What follows belongs to an exercise in optimizing a design on an open flow for small area; a production flow would make more cautious choices. Function was checked by simulation only, so behaviour that the tests miss may differ from the original. No activity file was given, so power comes from the tool's default toggle rates.

<file path="flow/run.sh">
#!/bin/bash
# synth_recipe.tcl (not shown) runs the flow's synth.tcl, then flattens the netlist and writes it again
# the make line also repeats each setting of config.mk as NAME=value (left out here)
make -C /OpenROAD-flow-scripts/flow DESIGN_CONFIG=/design/flow/config.mk WORK_HOME=/design/flow/orfs CLKGATE_MAP_FILE= SYNTH_SCRIPT=/design/flow/synth_recipe.tcl finish
</file>
<file path="flow/config.mk">
export PLATFORM = sky130hd
export DESIGN_NAME = four_channel_rate_limited_averager_top
export DESIGN_NICKNAME = four_channel_rate_limited_averager_top
export VERILOG_FILES = /design/flow/design.v
export SDC_FILE = /design/flow/constraint.sdc
export NUM_CORES = 4
export LEC_CHECK = 0
export CAP_MARGIN = 20
export CORE_MARGIN = 2
export CORE_UTILIZATION = 40
export SLEW_MARGIN = 20
</file>
<file path="flow/constraint.sdc">
create_clock -name core_clock -period 10.0 [get_ports {clk}]
set_input_delay 2.0000 -clock core_clock [delete_from_list [all_inputs] [get_ports {clk}]]
set_output_delay 2.0000 -clock core_clock [all_outputs]
set_load 0.01 [all_outputs]
</file>
<file path="flow/design.v">
package fcrla_pkg;
	localparam int MAX_SAMPLES = 4096;
	localparam int SAMPLE_BITS = 16;
	localparam int LANES       = 4;
	localparam int COUNT_W     = 13;
	localparam int TIME_W      = 32;
	localparam int IVAL_W      = 16;
	localparam int TALLY_W     = 13;
	localparam int SUM_W       = 28;
	localparam int IN_W        = 104;
	localparam int OUT_W       = 80;
	localparam logic [IVAL_W-1:0] EMIT_INTERVAL_RESET = IVAL_W'(1000);
	typedef enum logic [1:0] {
		ST_IDLE = 2'd0,
		ST_ACC  = 2'd1,
		ST_DIV  = 2'd2,
		ST_OUT  = 2'd3
	} state_t;
endpackage
module fcrla_lane (
	input  logic        clk,
	input  logic        shift,
	input  logic        div,
	input  logic        clr,
	input  logic [15:0] pad,
	input  logic [12:0] divisor,
	output logic [63:0] avg
);
	logic [27:0] w [4];
	logic [27:0] acc;
	logic [12:0] trial;
	logic [13:0] diff;
	logic        ge;
	logic [27:0] dstep;
	assign acc   = (clr ? 28'd0 : w[0]) + {12'd0, pad};
	assign trial = {w[0][27:16], w[0][15]};
	assign diff  = {1'b0, trial} - {1'b0, divisor};
	assign ge    = !diff[13];
	assign dstep = {ge ? diff[11:0] : trial[11:0], w[0][14:0], ge};
	always_ff @(posedge clk) begin
		if (shift) begin
			w[3] <= div ? dstep : acc;
			w[2] <= w[3];
			w[1] <= w[2];
			w[0] <= w[1];
		end
	end
	assign avg = {w[3][15:0], w[2][15:0], w[1][15:0], w[0][15:0]};
endmodule
module four_channel_rate_limited_averager_top (
	input  logic                          clk,
	input  logic                          arst_n,
	input  logic                          s_tvalid,
	output logic                          s_tready,
	input  logic [fcrla_pkg::IN_W-1:0]    s_tdata,
	input  logic [1:0]                    s_tuser,
	output logic                          m_tvalid,
	input  logic                          m_tready,
	output logic [fcrla_pkg::OUT_W-1:0]   m_tdata,
	input  logic                          cfg_we,
	input  logic [fcrla_pkg::IVAL_W-1:0]  cfg_data
);
	fcrla_pkg::state_t state_q;
	logic [5:0]  cnt_q;
	logic [15:0] ival_q;
	logic        stream_q;
	logic [31:0] last_q;
	logic [12:0] tally_q;
	logic        clrp_q;
	logic        smp;
	logic        room;
	logic        need_acc;
	logic        accept;
	logic [31:0] elapsed;
	logic        hit;
	logic        acc_last;
	logic [15:0] pad;
	logic [63:0] avg;
	assign smp      = (s_tuser == 2'd0) && stream_q && s_tdata[0];
	assign room     = !tally_q[12];
	assign need_acc = smp && room;
	assign acc_last = (state_q == fcrla_pkg::ST_ACC) && (cnt_q[1:0] == 2'd3);
	assign s_tready = ((state_q == fcrla_pkg::ST_IDLE) && !need_acc) || acc_last;
	assign accept   = s_tvalid && s_tready;
	assign elapsed  = s_tdata[32:1] - last_q;
	assign hit      = (elapsed[31:16] != 16'd0) || (elapsed[15:0] >= ival_q);
	always_comb begin
		case (cnt_q[1:0])
			2'd0:    pad = s_tdata[48:33];
			2'd1:    pad = s_tdata[64:49];
			2'd2:    pad = s_tdata[80:65];
			default: pad = s_tdata[96:81];
		endcase
	end
	fcrla_lane u_ring (
		.clk     (clk),
		.shift   ((state_q == fcrla_pkg::ST_ACC) || (state_q == fcrla_pkg::ST_DIV)),
		.div     (state_q == fcrla_pkg::ST_DIV),
		.clr     (clrp_q),
		.pad     (pad),
		.divisor (tally_q),
		.avg     (avg)
	);
	always_ff @(posedge clk or negedge arst_n) begin
		if (!arst_n) begin
			state_q <= fcrla_pkg::ST_IDLE;
			cnt_q   <= '0;
		end else begin
			cnt_q <= '0;
			unique case (state_q)
				fcrla_pkg::ST_IDLE: begin
					if (s_tvalid && need_acc) begin
						state_q <= fcrla_pkg::ST_ACC;
					end else if (accept && smp && hit) begin
						state_q <= fcrla_pkg::ST_DIV;
					end
				end
				fcrla_pkg::ST_ACC: begin
					cnt_q <= cnt_q + 6'd1;
					if (acc_last) begin
						cnt_q   <= '0;
						state_q <= hit ? fcrla_pkg::ST_DIV : fcrla_pkg::ST_IDLE;
					end
				end
				fcrla_pkg::ST_DIV: begin
					cnt_q <= cnt_q + 6'd1;
					if (cnt_q == 6'd63) begin
						state_q <= fcrla_pkg::ST_OUT;
					end
				end
				default: begin
					if (m_tready) begin
						state_q <= fcrla_pkg::ST_IDLE;
					end
				end
			endcase
		end
	end
	always_ff @(posedge clk or negedge arst_n) begin
		if (!arst_n) begin
			ival_q <= fcrla_pkg::EMIT_INTERVAL_RESET;
		end else if (cfg_we) begin
			ival_q <= cfg_data;
		end
	end
	always_ff @(posedge clk or negedge arst_n) begin
		if (!arst_n) begin
			stream_q <= 1'b0;
			last_q   <= '0;
			tally_q  <= '0;
			clrp_q   <= 1'b1;
		end else if ((state_q == fcrla_pkg::ST_OUT) && m_tready) begin
			tally_q <= '0;
			clrp_q  <= 1'b1;
		end else if (accept) begin
			unique case (s_tuser)
				2'd1: begin
					stream_q <= 1'b1;
					tally_q  <= '0;
					clrp_q   <= 1'b1;
				end
				2'd2: stream_q <= 1'b0;
				2'd0: begin
					if (smp) begin
						if (room) begin
							tally_q <= tally_q + 13'd1;
							clrp_q  <= 1'b0;
						end
						if (hit) begin
							last_q <= s_tdata[32:1];
						end
					end
				end
				default: ;
			endcase
		end
	end
	assign m_tvalid = (state_q == fcrla_pkg::ST_OUT);
	assign m_tdata  = {3'b000, tally_q, avg};
endmodule
</file>
==> flow_summary.yaml, run 1 <==
worst_setup_path:
  endpoint_kind: "register"
  timing.rr.start: "last_q[0]"
  timing.critical_path.fanout_max: 17
  critPathLaunchType: "input port"
  cp-startpoint: "s_tdata[1]"
  crit_required_ns: 10.31
  category_of_the_critical_setup_timing_path: "input port to register"
  worstRegToRegCells: 21
  crit_arrival_ns: 8.18
detailed_routing:
  firstDrtPassIters: 7
  wire_per_inst_um: 16.6
  route.detailed.drc: 0
  drt-total-wl_um: 28900
  dr.first_iter.drc_count: 675
  antenna_violating_nets_post_route: 0
  vias_per_cell: 5.31
  dr_total_vias: 9227
power:
  netSwitchingFraction: 0.390
  power.density_nw_per_um2: 277
  static-leakage-power_nw: 5.74
  p_clk_frac: 0.175
  power.switching_mw: 1.57
  sequentialPowerShare: 0.365
  vdd_ir_drop_max_mv: 0.154
  comb_power_share: 0.459
  power_report.internal_total_mw: 2.46
sta:
  clock_skew_ns: 0.0188
  finalCriticalPeriod_ns: 7.87
  setup_repair_after_global_routing_missed_its_margin: "false"
  fmaxAchievable_mhz: 127
  final_max_slew_viol_count: 0
  setup-tns-final_ns: 0
  worst_rel_slew_slack: 0.375
  timing.hold.ws_ns: 0.413
  tightestPinTransition_ns: 0.937
  setup-violations-final: 0
  final_min_period_over_clock_period: 0.787
  finalHoldViolCount: 0
placement:
  dp_hpwl_um: 21400
  placement.io_buffers: 198
  gp_routability_congestion: 0.869
global_route:
  grt_start_max_net_pins: 72
  antenna_found_initial: 0
  grt_overflow: 0
  global_route.usage.total: 0.183
  grt_pass1_wl_um: 45300
  first_global_vias: 8656
floorplan:
  ios: 209
  fp-row-count: 63
  start_util: 0.405
  die_height_um: 177
  die_area_um2: 31200
  chipWidth_um: 177
  fp.coreArea_um2: 29500
synth:
  post_synth_instance_area_um2: 11900
  asyncSetResetFlopFracSynth: 0.388
  synthesis_stage_register_bit_count: 183
  yosysUniqueCellTypes: 70
  syn_area_per_cell_um2: 9.98
  ys_dominant_reg_cell: "sky130_fd_sc_hd__edfxtp_1"
  number_of_flops_mapped_to_enable_cells_by_yosys: 112
  synthesis.yosys.warnings: 3
  post_synth_inst_count: 1196
  synth-seq-area-share: 0.431
final_layout:
  multi_input_area_um2: 5870
  flow.area_growth_from_synthesis_pct: 22.0
  final_layout_size_suffix_gt1_frac: 0.0742
  diodes_inserted: 0
  finalNetCount: 1553
  nFillCells: 2758
  total_area_of_sequential_cells_um2: 5150
status:
  run_status: "finished clean"
cts:
  insertion_delay_ns: 0.44
  cts_tree: "done"
  cts_num_sinks: 183
  postCtsSetupRepairBufs: 0
  ctsHtreeMaxLevel: 4
  clk_root_buffer_cell: "sky130_fd_sc_hd__clkbuf_16"
  clkSlewWorstSetupHoldPaths_ns: 0.08
  tritoncts.num_buffers: 17
  ctsLongestPathBuffers: 2
  ctsHoldBuffers: 0
  cts-resized-gates: 0
worst_hold_path:
  hp-class: "register to register"
  hp-start: "u_ring.w[2][26]"
  min_delay_path_depth: 0
job:
  timing.max_cap.violations: 0
## cell usage in the layout (no fill, tap or decap), types with 8 or more instances in the layout
cell,netlist,final
sky130_fd_sc_hd__clkdlybuf4s50_1,0,197
sky130_fd_sc_hd__edfxtp_1,112,112
sky130_fd_sc_hd__nor3_1,27,27
sky130_fd_sc_hd__mux2_2,37,37
sky130_fd_sc_hd__a31oi_1,8,8
sky130_fd_sc_hd__clkbuf_16,0,17
sky130_fd_sc_hd__nand4_1,15,15
sky130_fd_sc_hd__a222oi_1,17,17
sky130_fd_sc_hd__nand3_1,29,29
sky130_fd_sc_hd__nand2b_1,10,10
sky130_fd_sc_hd__dfrtp_1,64,64
sky130_fd_sc_hd__a21oi_1,60,60
sky130_fd_sc_hd__or3_1,10,10
sky130_fd_sc_hd__buf_4,52,10
sky130_fd_sc_hd__xor2_1,19,19
sky130_fd_sc_hd__inv_1,103,103
sky130_fd_sc_hd__ha_1,89,87
sky130_fd_sc_hd__o21ai_0,92,92
sky130_fd_sc_hd__nand2_1,91,91
sky130_fd_sc_hd__o31ai_1,9,9
sky130_fd_sc_hd__a21o_1,20,20
sky130_fd_sc_hd__o21a_1,11,11
sky130_fd_sc_hd__mux2i_1,25,25
sky130_fd_sc_hd__and2_1,9,9
sky130_fd_sc_hd__nor2b_1,27,27
sky130_fd_sc_hd__nor2_1,64,64
sky130_fd_sc_hd__xnor2_1,39,39
## routing by layer
| metal | up-vias | wire [um] | track usage |
|---|---|---|---|
| met5 | - | 0 | 0 |
| met4 | 0 | 246 | 0.0351 |
| met3 | 19 | 1690 | 0.0425 |
| met2 | 232 | 12900 | 0.288 |
| met1 | 4423 | 14100 | 0.259 |
| li1 | 4553 | - | - |
## power groups by stage
stage | logic (mW) | clock network (mW) | registers [mW]
2_1_floorplan | 1.31 | 0 | 1.46
3_3_place_gp | 1.84 | 0 | 1.47
3_5_place_dp | 1.85 | 0 | 1.48
4_1_cts | 1.87 | 0.726 | 1.47
5_1_grt | 2.05 | 0.752 | 1.51
6_report | 1.85 | 0.706 | 1.47
## worst max-delay path, stage by stage
cell and delay (ns):
sky130_fd_sc_hd__clkdlybuf4s50_1 0.47, sky130_fd_sc_hd__inv_1 0.04, sky130_fd_sc_hd__ha_1 0.21, sky130_fd_sc_hd__fa_1 0.41, sky130_fd_sc_hd__nand2b_1 0.18, sky130_fd_sc_hd__a21o_1 0.19
sky130_fd_sc_hd__a21oi_1 0.21, sky130_fd_sc_hd__a221o_1 0.34, sky130_fd_sc_hd__a21o_1 0.16, sky130_fd_sc_hd__a21oi_1 0.07, sky130_fd_sc_hd__xnor2_1 0.13, sky130_fd_sc_hd__ha_1 0.32
sky130_fd_sc_hd__a21oi_1 0.16, sky130_fd_sc_hd__a21boi_0 0.23, sky130_fd_sc_hd__nor4_1 0.46, sky130_fd_sc_hd__nand4_1 0.20, sky130_fd_sc_hd__a2111oi_0 0.45, sky130_fd_sc_hd__nand4_1 0.15
sky130_fd_sc_hd__nor4_1 0.23, sky130_fd_sc_hd__nand4_1 0.20, sky130_fd_sc_hd__o21ai_4 0.60, sky130_fd_sc_hd__buf_4 0.39, sky130_fd_sc_hd__mux2_2 0.37
## stage by stage
stage / instance area, um2 / total power [mW] / utilization / setup slack [ns] / std cells
final: 14600 / 4.03 / 0.494 / 2.13 / 1737
after global routing: 14600 / 4.32 / 0.494 / 1.78 / 1737
after CTS: 14600 / 4.07 / 0.494 / 2.26 / 1737
after detailed placement: 13900 / 3.33 / 0.473 / 1.83 / 1705
after global placement: 13900 / 3.32 / 0.473 / 1.77 / 1705
after floorplan: 11900 / 2.77 / - / 3.79 / 1198
## kinds of logic after synthesis
logic type                 synth area share
and+or+nand+nor                       0.136
AOI/OAI and AO/OA                     0.151
buffers and inverters                0.0790
DFF                                   0.431
adders and majority gates            0.0983
muxes                                0.0615
xor gates and xnor gates             0.0426
other                              0.000314
## sequential cells by signal (all words and copies together) (netlist names)
name      count
clrp_q        1
tally_q      13
ival_q       16
stream_q      1
last_q       32
cnt_q         6
u_ring.w    112
state_q       2
## Yosys cell counts, types with 4 or more instances
library cell,number,area (um2)
sky130_fd_sc_hd__ha_1,89,1110
sky130_fd_sc_hd__buf_4,52,390
sky130_fd_sc_hd__a211oi_1,7,52.6
sky130_fd_sc_hd__or2_2,4,25.0
sky130_fd_sc_hd__mux2i_1,25,250
sky130_fd_sc_hd__inv_1,103,387
sky130_fd_sc_hd__and4_1,4,35.0
sky130_fd_sc_hd__nor3b_1,5,37.5
sky130_fd_sc_hd__nor2b_1,27,169
sky130_fd_sc_hd__nor4b_1,6,52.6
sky130_fd_sc_hd__o21a_1,11,82.6
sky130_fd_sc_hd__nor3_1,27,135
sky130_fd_sc_hd__a21o_1,20,150
sky130_fd_sc_hd__clkbuf_1,31,116
sky130_fd_sc_hd__o31ai_1,9,67.6
sky130_fd_sc_hd__nand3_1,29,145
sky130_fd_sc_hd__nand2b_1,10,62.6
sky130_fd_sc_hd__o2111ai_1,5,43.8
sky130_fd_sc_hd__xnor2_1,39,342
sky130_fd_sc_hd__o22ai_1,4,25.0
sky130_fd_sc_hd__mux2_1,6,67.6
sky130_fd_sc_hd__xor2_1,19,166
sky130_fd_sc_hd__dfrtp_1,64,1600
sky130_fd_sc_hd__mux2_2,37,417
sky130_fd_sc_hd__o21ai_0,92,460
sky130_fd_sc_hd__or3_1,10,62.6
sky130_fd_sc_hd__a2111oi_0,5,43.8
sky130_fd_sc_hd__nand2_1,91,342
sky130_fd_sc_hd__edfxtp_1,112,3360
sky130_fd_sc_hd__and3_1,6,37.5
sky130_fd_sc_hd__a31oi_1,8,50.1
sky130_fd_sc_hd__and2_1,9,56.3
sky130_fd_sc_hd__dfstp_2,7,184
sky130_fd_sc_hd__nor2_1,64,240
sky130_fd_sc_hd__a21oi_1,60,300
sky130_fd_sc_hd__o21bai_1,6,45.0
sky130_fd_sc_hd__nor4_1,7,43.8
sky130_fd_sc_hd__nand4_1,15,93.8
sky130_fd_sc_hd__a222oi_1,17,170
## final cells by class
class                      count  share of cell area
clock buffer                  17              0.0292
inverter                     103              0.0265
multi-input combinational    822               0.403
sequential                   183               0.354
timing repair buffer         207               0.141
tap                          390              0.0335
clock inverter                15              0.0137
## final timing paths
path	slack [ns]	to
setup reg to reg	3.83	last_q[5]
max in group asynchronous	7.68	stream_q
setup / recovery	2.13	last_q[5]
hold reg to reg	0.41	u_ring.w[1][26]
min in group asynchronous	1.69	ival_q[2]
hold / removal	0.41	u_ring.w[1][26]
==> run 2: changes to the inputs <==
--- a/flow/config.mk
+++ b/flow/config.mk
@@ -7,5 +7,6 @@
 export LEC_CHECK = 0
+export ABC_AREA = 1
 export CAP_MARGIN = 20
 export CORE_MARGIN = 2
-export CORE_UTILIZATION = 40
+export CORE_UTILIZATION = 60
 export SLEW_MARGIN = 20
==> run 2 against run 1 <==
  * Utilization rose by 24 points
  * Register-to-register slack better by 1.2 ns
  * Clock skew down 0.0046 ns
  * Via count grew 16%
  * Synthesized cell count is 35% higher
  * Power increased by 0.67%
  * Synthesized area rose by 4.3%
  * First-iteration DRC count increased by 46%
  * Critical endpoint is now s_tready
  * Largest cell class unchanged
==> flow_summary.yaml, run 2 <==
sta:
  finalCriticalPeriod_ns: 5.80
  worst_rel_slew_slack: 0.375
  setup_repair_after_global_routing_missed_its_margin: "false"
  fmaxAchievable_mhz: 172
  finalHoldViolCount: 0
  clock_skew_ns: 0.0142
  setup-violations-final: 0
  final_max_slew_viol_count: 0
  setup-tns-final_ns: 0
  tightestPinTransition_ns: 0.937
  final_min_period_over_clock_period: 0.580
detailed_routing:
  vias_per_cell: 5.27
  antenna_violating_nets_post_route: 0
  route.detailed.drc: 0
  dr.first_iter.drc_count: 985
  wire_per_inst_um: 15.4
  firstDrtPassIters: 8
  drt-total-wl_um: 31400
  dr_total_vias: 10700
final_layout:
  multi_input_area_um2: 5730
  fin_util: 0.733
  diodes_inserted: 0
  most-common-layout-cells: "420 x sky130_fd_sc_hd__nand2_1, 272 x sky130_fd_sc_hd__inv_1, 197 x sky130_fd_sc_hd__clkdlybuf4s50_1"
  flow.area_growth_from_synthesis_pct: 19.5
  reg_top3: "u_ring.w x112, last_q x32, ival_q x16"
  total_area_of_sequential_cells_um2: 5150
  nFillCells: 1600
  largest_register_by_flop_count: "u_ring.w"
  largest_register_ffs: 112
  finalInstanceArea_um2: 14900
  finalNetCount: 1972
  final_layout_size_suffix_gt1_frac: 0.0544
  mostFrequentLayoutCell: "sky130_fd_sc_hd__nand2_1"
placement:
  gp_routability_congestion: 0.912
  postPlaceCellArea_um2: 14300
  placement.io_buffers: 198
  dp_hpwl_um: 23600
power:
  power.density_nw_per_um2: 272
  comb_power_share: 0.468
  netSwitchingFraction: 0.414
  sequentialPowerShare: 0.360
  power.switching_mw: 1.68
  static-leakage-power_nw: 7.06
  power_report.internal_total_mw: 2.37
  p_clk_frac: 0.172
  vdd_ir_drop_max_mv: 0.202
synth:
  synth_most_common_cell: "sky130_fd_sc_hd__nand2_1"
  netlist_top_cells_count: "420 x sky130_fd_sc_hd__nand2_1, 272 x sky130_fd_sc_hd__inv_1, 162 x sky130_fd_sc_hd__nor2_1, 112 x sky130_fd_sc_hd__edfxtp_1, 93 x sky130_fd_sc_hd__a21oi_1"
  post_synth_instance_area_um2: 12500
  ys_dominant_reg_cell: "sky130_fd_sc_hd__edfxtp_1"
  synth_largest_type_area_fraction: 0.270
  synth_top_area_cell: "sky130_fd_sc_hd__edfxtp_1"
  asyncSetResetFlopFracSynth: 0.388
  synth-seq-area-share: 0.414
  syn_area_per_cell_um2: 7.72
  synthesis_stage_register_bit_count: 183
  post_synth_inst_count: 1613
  synthesis.yosys.warnings: 3
  yosysUniqueCellTypes: 46
  ys_top_cells_by_area: "sky130_fd_sc_hd__edfxtp_1 27%, sky130_fd_sc_hd__dfrtp_1 13%, sky130_fd_sc_hd__nand2_1 13%"
  number_of_flops_mapped_to_enable_cells_by_yosys: 112
worst_setup_path:
  crit_required_ns: 8.00
  crit_arrival_ns: 3.80
  r2r_end: "u_ring.w[3][21]"
  worstRegToRegCells: 17
  timing.reg2reg.setup_slack_ns: 5.00
  timing.critical_path.fanout_max: 3
  category_of_the_critical_setup_timing_path: "input port to output pin"
  timing.rr.start: "cnt_q[0]"
  endpoint_kind: "output pin"
  critPathLaunchType: "input port"
cts:
  ctsHtreeMaxLevel: 4
  cts_num_sinks: 183
  clkSlewWorstSetupHoldPaths_ns: 0.08
  clk_root_buffer_cell: "sky130_fd_sc_hd__clkbuf_16"
  ctsLongestPathBuffers: 2
  ctsHoldBuffers: 0
  insertion_delay_ns: 0.45
  cts_tree: "done"
  cts-resized-gates: 0
  postCtsSetupRepairBufs: 0
  tritoncts.num_buffers: 17
global_route:
  antenna_found_initial: 0
  grt_start_max_net_pins: 72
  first_global_vias: 10200
  global_route.usage.total: 0.289
  grt_overflow: 0
  grt_pass1_wl_um: 50500
worst_hold_path:
  hp-start: "u_ring.w[2][21]"
  min_delay_path_depth: 0
  hp-class: "register to register"
  min_to: "u_ring.w[1][21]"
floorplan:
  start_util: 0.613
  fp.coreArea_um2: 20300
  chipWidth_um: 148
  die_area_um2: 21900
  ios: 209
  die_height_um: 148
  fp-row-count: 52
job:
  timing.max_cap.violations: 0
status:
  run_status: "finished clean"
-- run 2: cell count changes in the layout (fill, tap and decap cells not counted), moves of 25 or more --
cell                      previous run  this run
sky130_fd_sc_hd__a21oi_1            60        93
sky130_fd_sc_hd__nand2_1            91       420
sky130_fd_sc_hd__nor2_1             64       162
sky130_fd_sc_hd__nor2b_1            27         0
sky130_fd_sc_hd__inv_1             103       272
sky130_fd_sc_hd__mux2_2             37         1
sky130_fd_sc_hd__mux2i_1            25         0
sky130_fd_sc_hd__a21oi_2             0        25
sky130_fd_sc_hd__xnor2_1            39         6
sky130_fd_sc_hd__nand3_1            29        64
-- run 2: stage by stage --
stage               worst slack, ns  std cells  power (mW)  hold WS [ns]
floorplan                      5.35       1615        2.74         0.400
global placement               3.92       2004        3.27         0.401
detailed placement             3.81       2004        3.33         0.405
CTS                            4.21       2036        4.05         0.419
global route                   3.84       2036        4.34         0.424
finish                         4.20       2036        4.05         0.415
-- run 2: worst max-delay path by stage --
stage                     startpoint          to  slack (ns)  depth (start not counted)
after detailed placement  s_tdata[1]  last_q[26]        3.81                         20
after global placement    s_tdata[1]  last_q[27]        3.92                         20
final                     s_tuser[0]    s_tready        4.20                          9
after CTS                 s_tuser[0]    s_tready        4.21                          9
after global routing      s_tdata[1]  last_q[15]        3.84                         20
after floorplan           s_tuser[0]    s_tready        5.35                          7
-- run 2: area by class of cell --
type                    instances  share of cell area
clock buffers                  17              0.0286
clock inverters                15              0.0131
well taps                     270              0.0227
multi-input cells            1072               0.385
repair buffers                200               0.134
flip-flops and latches        183               0.346
inverters                     279              0.0704
-- run 2: layer usage --
layer,up-vias,GRT usage,share of wire,routed length [um]
met2,386,0.458,0.45,14300
met4,0,0.0543,0.011,344
met3,32,0.0635,0.076,2380
met5,-,0,0,0
met1,4907,0.413,0.46,14400
li1,5413,-,-,-
-- run 2: critical path: stages --
cell and delay, ns:
sky130_fd_sc_hd__clkdlybuf4s50_1 0.43, sky130_fd_sc_hd__inv_1 0.09, sky130_fd_sc_hd__ha_1 0.18, sky130_fd_sc_hd__nand2_1 0.06, sky130_fd_sc_hd__nor2_1 0.19, sky130_fd_sc_hd__nand2_1 0.14, sky130_fd_sc_hd__nand2_1 0.11, sky130_fd_sc_hd__nand2_1 0.10
sky130_fd_sc_hd__clkdlybuf4s50_1 0.49
-- run 2: cell families (layout without fill, tap and decap cells) --
| logic type | Yosys count | after routing | synth area share |
|---|---|---|---|
| other cells | 1 | 3 | 0.000301 |
| flops | 183 | 183 | 0.414 |
| fa+ha+maj | 92 | 92 | 0.0943 |
| compound gates | 237 | 237 | 0.109 |
| buf+inv | 360 | 511 | 0.128 |
| xor+xnor | 27 | 27 | 0.0190 |
| simple gates | 712 | 712 | 0.235 |
| mux | 1 | 1 | 0.000904 |
-- run 2: power groups by stage --
stage                     sequential (mW)  combinational, mW  clock, mW
after floorplan                      1.44               1.30          0
after global placement               1.45               1.82          0
after detailed placement             1.46               1.87          0
after CTS                            1.46               1.89      0.702
after global routing                 1.49               2.11      0.735
final                                1.46               1.90      0.697

## separate check: timing with driven ports
The results above use ideal ports. As a check the final layouts listed here were re-extracted and re-timed, cells and wires unchanged. Step 1: set_driving_cell puts a clkbuf_16 on clk and a buf_2 on each other input, an assumption about the parent block. Step 2 also shifts input and output timing later by t, the mid clock arrival at the registers, as if the neighbouring blocks saw the same clock. Three values: ideal, step 1, step 2; two values: the first two.
run | shift t [ns] | setup slack, ns | latest minus earliest clock arrival (ns) | slew at the worst register clock pin (ns)
run 1 | 0.478 | 2.131 / 2.157 / 1.679 | 0.019 / 0.018 | 0.09 / 0.09
run 2 | 0.485 | 4.202 / 4.165 / 3.751 | 0.015 / 0.016 | 0.08 / 0.08
After both steps every run listed still meets setup and hold. For run 1, which loses most, drivers alone change the setup slack by +0.026 ns; drivers and shift together by -0.452 ns.
